This is an optimization exercise on Yosys and OpenROAD, whose aim is small area, not a production implementation.
The RTL was checked by simulation tests, not by an equivalence proof against the original design.
No activity file was given, so power comes from the tool's default toggle rates.

Design la_capture_engine, start of the top module:
module la_capture_engine #(
  parameter int unsigned CHANNEL_COUNT  = 10,
  parameter int unsigned SAMPLE_DEPTH   = 160,
  parameter int unsigned PRESCALE_WIDTH = 16,
  localparam int unsigned AW = $clog2(SAMPLE_DEPTH),
  localparam int unsigned TW = (CHANNEL_COUNT > 1) ? $clog2(CHANNEL_COUNT) : 1
) (
  input  logic                      clk,
  input  logic                      reset,
  input  logic [CHANNEL_COUNT-1:0]  chan_in,
  input  logic [CHANNEL_COUNT-1:0]  chan_enable,
  input  logic                      arm,
  input  logic [TW-1:0]             trig_channel,
  input  logic [1:0]                trig_mode,
  input  logic [PRESCALE_WIDTH-1:0] prescale,
  input  logic [AW-1:0]             pretrig_count,
  input  logic [AW-1:0]             rd_addr,
  output logic [CHANNEL_COUNT-1:0]  rd_data,
  output logic [2:0]                cap_state,
  output logic                      done
);
  localparam int unsigned SELW = 1 << TW;
  localparam logic [AW-1:0] LAST = AW'(SAMPLE_DEPTH - 1);
  la_pkg::cap_state_e        state;
  la_pkg::trig_mode_e        mode_q;
  logic [TW-1:0]             trig_ch_q;
  logic [PRESCALE_WIDTH-1:0] prescale_q;
  logic [PRESCALE_WIDTH-1:0] ps_cnt;
  logic [AW-1:0]             post_len_q;    
  logic [AW-1:0]             cnt;           
  logic                      prev_valid;
  logic                      prev_bit;
  logic [CHANNEL_COUNT-1:0] sample_c;
  logic [SELW-1:0]          sel_ext_c;
  logic                     cur_bit_c;
  logic                     active_c;
  logic                     tick_c;
  logic                     wr_en_c;
  logic                     trig_hit_c;
  ...
For scale: roughly 3,400 cells after synthesis, ~0.050 mm2 of cells after synthesis.
==> flow/config.mk <==
export PLATFORM = sky130hd
export DESIGN_NAME = la_capture_engine
export DESIGN_NICKNAME = la_capture_engine
export VERILOG_FILES = /design/flow/design.v
export SDC_FILE = /design/flow/constraint.sdc
export NUM_CORES = 4
export LEC_CHECK = 0
export CAP_MARGIN = 20
export CORE_MARGIN = 2
export CORE_UTILIZATION = 55
export CTS_CLUSTER_DIAMETER = 120
export CTS_CLUSTER_SIZE = 28
export PLACE_DENSITY = 0.7
export SLEW_MARGIN = 20
export SYNTH_HIERARCHICAL = 1
==> flow/constraint.sdc <==
create_clock -name core_clock -period 4.4 [get_ports {clk}]
set_input_delay 0.8800 -clock core_clock [delete_from_list [all_inputs] [get_ports {clk}]]
set_output_delay 0.8800 -clock core_clock [all_outputs]
set_load 0.01 [all_outputs]
standard.sh (not shown) runs the stock make flow with config.mk's settings and CLKGATE_MAP_FILE= SYNTH_SCRIPT=/design/flow/synth_recipe.tcl, a recipe that flattens the netlist after the stock synthesis.
==> flow/flow/run.sh <==
#!/bin/bash
# The standard layout (the standard.sh with the standard synthesis unchanged), with
# two settings changed: the clock tree is built without dummy loads (same sink clustering
# as config.mk asks for), and ports are buffered with buf_2.
cp standard.sh standard_sh_copy.log
export CTS_ARGS="-sink_clustering_enable -repair_clock_nets -dont_use_dummy_load -sink_clustering_size 28 -sink_clustering_max_diameter 120"
export BUFFER_PORTS_ARGS="-buffer_cell sky130_fd_sc_hd__buf_2"
bash standard.sh > standard_flow.log 2>&1
Next try:
--- a/flow/design.v
+++ b/flow/design.v
@@ -189,23 +189,26 @@
           ring_q[p][c*CHANNEL_COUNT +: CHANNEL_COUNT] <=
             inj_c[c] ? sbuf[c] : ring_q[PF][c*CHANNEL_COUNT +: CHANNEL_COUNT];
       end
     end else begin : g_move
       always_ff @(posedge clk) ring_q[p] <= ring_q[PF];
     end
   end
   localparam int unsigned HW = AW - MW;
+  localparam int unsigned NH = (R + 2) / 2;       
   logic [MW:0]              rd_lo_c;
   logic [HW-1:0]            rd_hi_c;
   logic                     rd_ok_c;
   logic                     rd_s_c;
   logic [R:0]               rd_row_c;
   logic [R:0]               rd_row_n_c;
   logic [M-1:0]             rd_col_c;
+  logic [CHANNEL_COUNT-1:0] rd_h0_q;      
+  logic [CHANNEL_COUNT-1:0] rd_h1_q;
   assign rd_lo_c    = (MW+1)'(rd_addr[MW-1:0]) + (MW+1)'(f);
   assign rd_hi_c    = rd_addr[AW-1:MW];
   assign rd_ok_c    = !reset && (rd_addr < AW'(SAMPLE_DEPTH));
   assign rd_s_c     = (rd_hi_c == HW'(R - 1));
   logic [RW:0]  rd_u0_c, rd_u1_c;
   logic [R-1:0] rd_r0_c, rd_r1_c;
   assign rd_u0_c = (RW+1)'(u) + (RW+1)'(rd_hi_c);
   assign rd_u1_c = rd_u0_c + (RW+1)'(1);
@@ -216,27 +219,32 @@
   end
   assign rd_row_c[R] = rd_ok_c && rd_s_c;
   assign rd_row_n_c  = ~rd_row_c;
   for (genvar c = 0; c < M; c++) begin : g_col
     assign rd_col_c[c] = (rd_lo_c[MW-1:0] == MW'(c));
   end
   for (genvar b = 0; b < CHANNEL_COUNT; b++) begin : g_rd
     logic [R:0] rows;
-    logic       rd_c;
+    logic       h0_c, h1_c;
     for (genvar p = 0; p < R; p++) begin : g_r
       logic [M-1:0] d;
       for (genvar c = 0; c < M; c++) begin : g_c
         assign d[c] = ring_q[p][c*CHANNEL_COUNT + b];
       end
       la_rd_row u_row (.d(d), .s(rd_col_c), .row_n(rd_row_n_c[p]), .y(rows[p]));
     end
     begin : g_s
       logic [M-1:0] d;
       for (genvar c = 0; c < M; c++) begin : g_c
         assign d[c] = sbuf[c][b];
       end
       la_rd_row u_row (.d(d), .s(rd_col_c), .row_n(rd_row_n_c[R]), .y(rows[R]));
     end
-    la_rd_or #(.N(R + 1)) u_or (.a(rows), .y(rd_c));
-    always_ff @(posedge clk) rd_data[b] <= rd_c;
-  end
-endmodule
+    la_rd_or #(.N(NH))         u_or0 (.a(rows[NH-1:0]), .y(h0_c));
+    la_rd_or #(.N(R + 1 - NH)) u_or1 (.a(rows[R:NH]),   .y(h1_c));
+    always_ff @(posedge clk) begin
+      rd_h0_q[b] <= h0_c;
+      rd_h1_q[b] <= h1_c;
+    end
+  end
+  assign rd_data = rd_h0_q | rd_h1_q;
+endmodule
- cell count went up by about 0.46%
- die area climbs by 0.64%
- power rose by about 1%
- worst hold slack gets worse by 0.017 ns
- critical path depth is unchanged
- register-to-register slack got worse by 0.08 ns

[re-timing with driven ports]
How much do the figures lean on ideal ports? The routed layouts below were timed once more, with nothing changed but the port constraints. Step 1 sets driving cells, clkbuf_16 on the clock port and buf_2 on the other inputs (assumed; they add their load-dependent delay and slew). Step 2 times the ports against the registers' clock, not the clock port: input delays grow and output delays shrink by t, the midpoint of the rising clock arrivals with the driver on. Slacks: no drivers / after step 1 / after step 2; pairs: no drivers / after step 1.
| run | t, ns | slack for setup (ns) | worst setup path at the end |
|---|---|---|---|
| the first run | 0.707 | 0.553 / 0.553 / -0.027 | input to register |
| the second run | 0.691 | 0.470 / 0.470 / 0.140 | input to register |
Met with ideal ports but missed after step 2: setup timing in the first run. For the first run, which loses most, drivers alone change the setup slack by 0.000 ns; drivers and shift together by -0.580 ns.
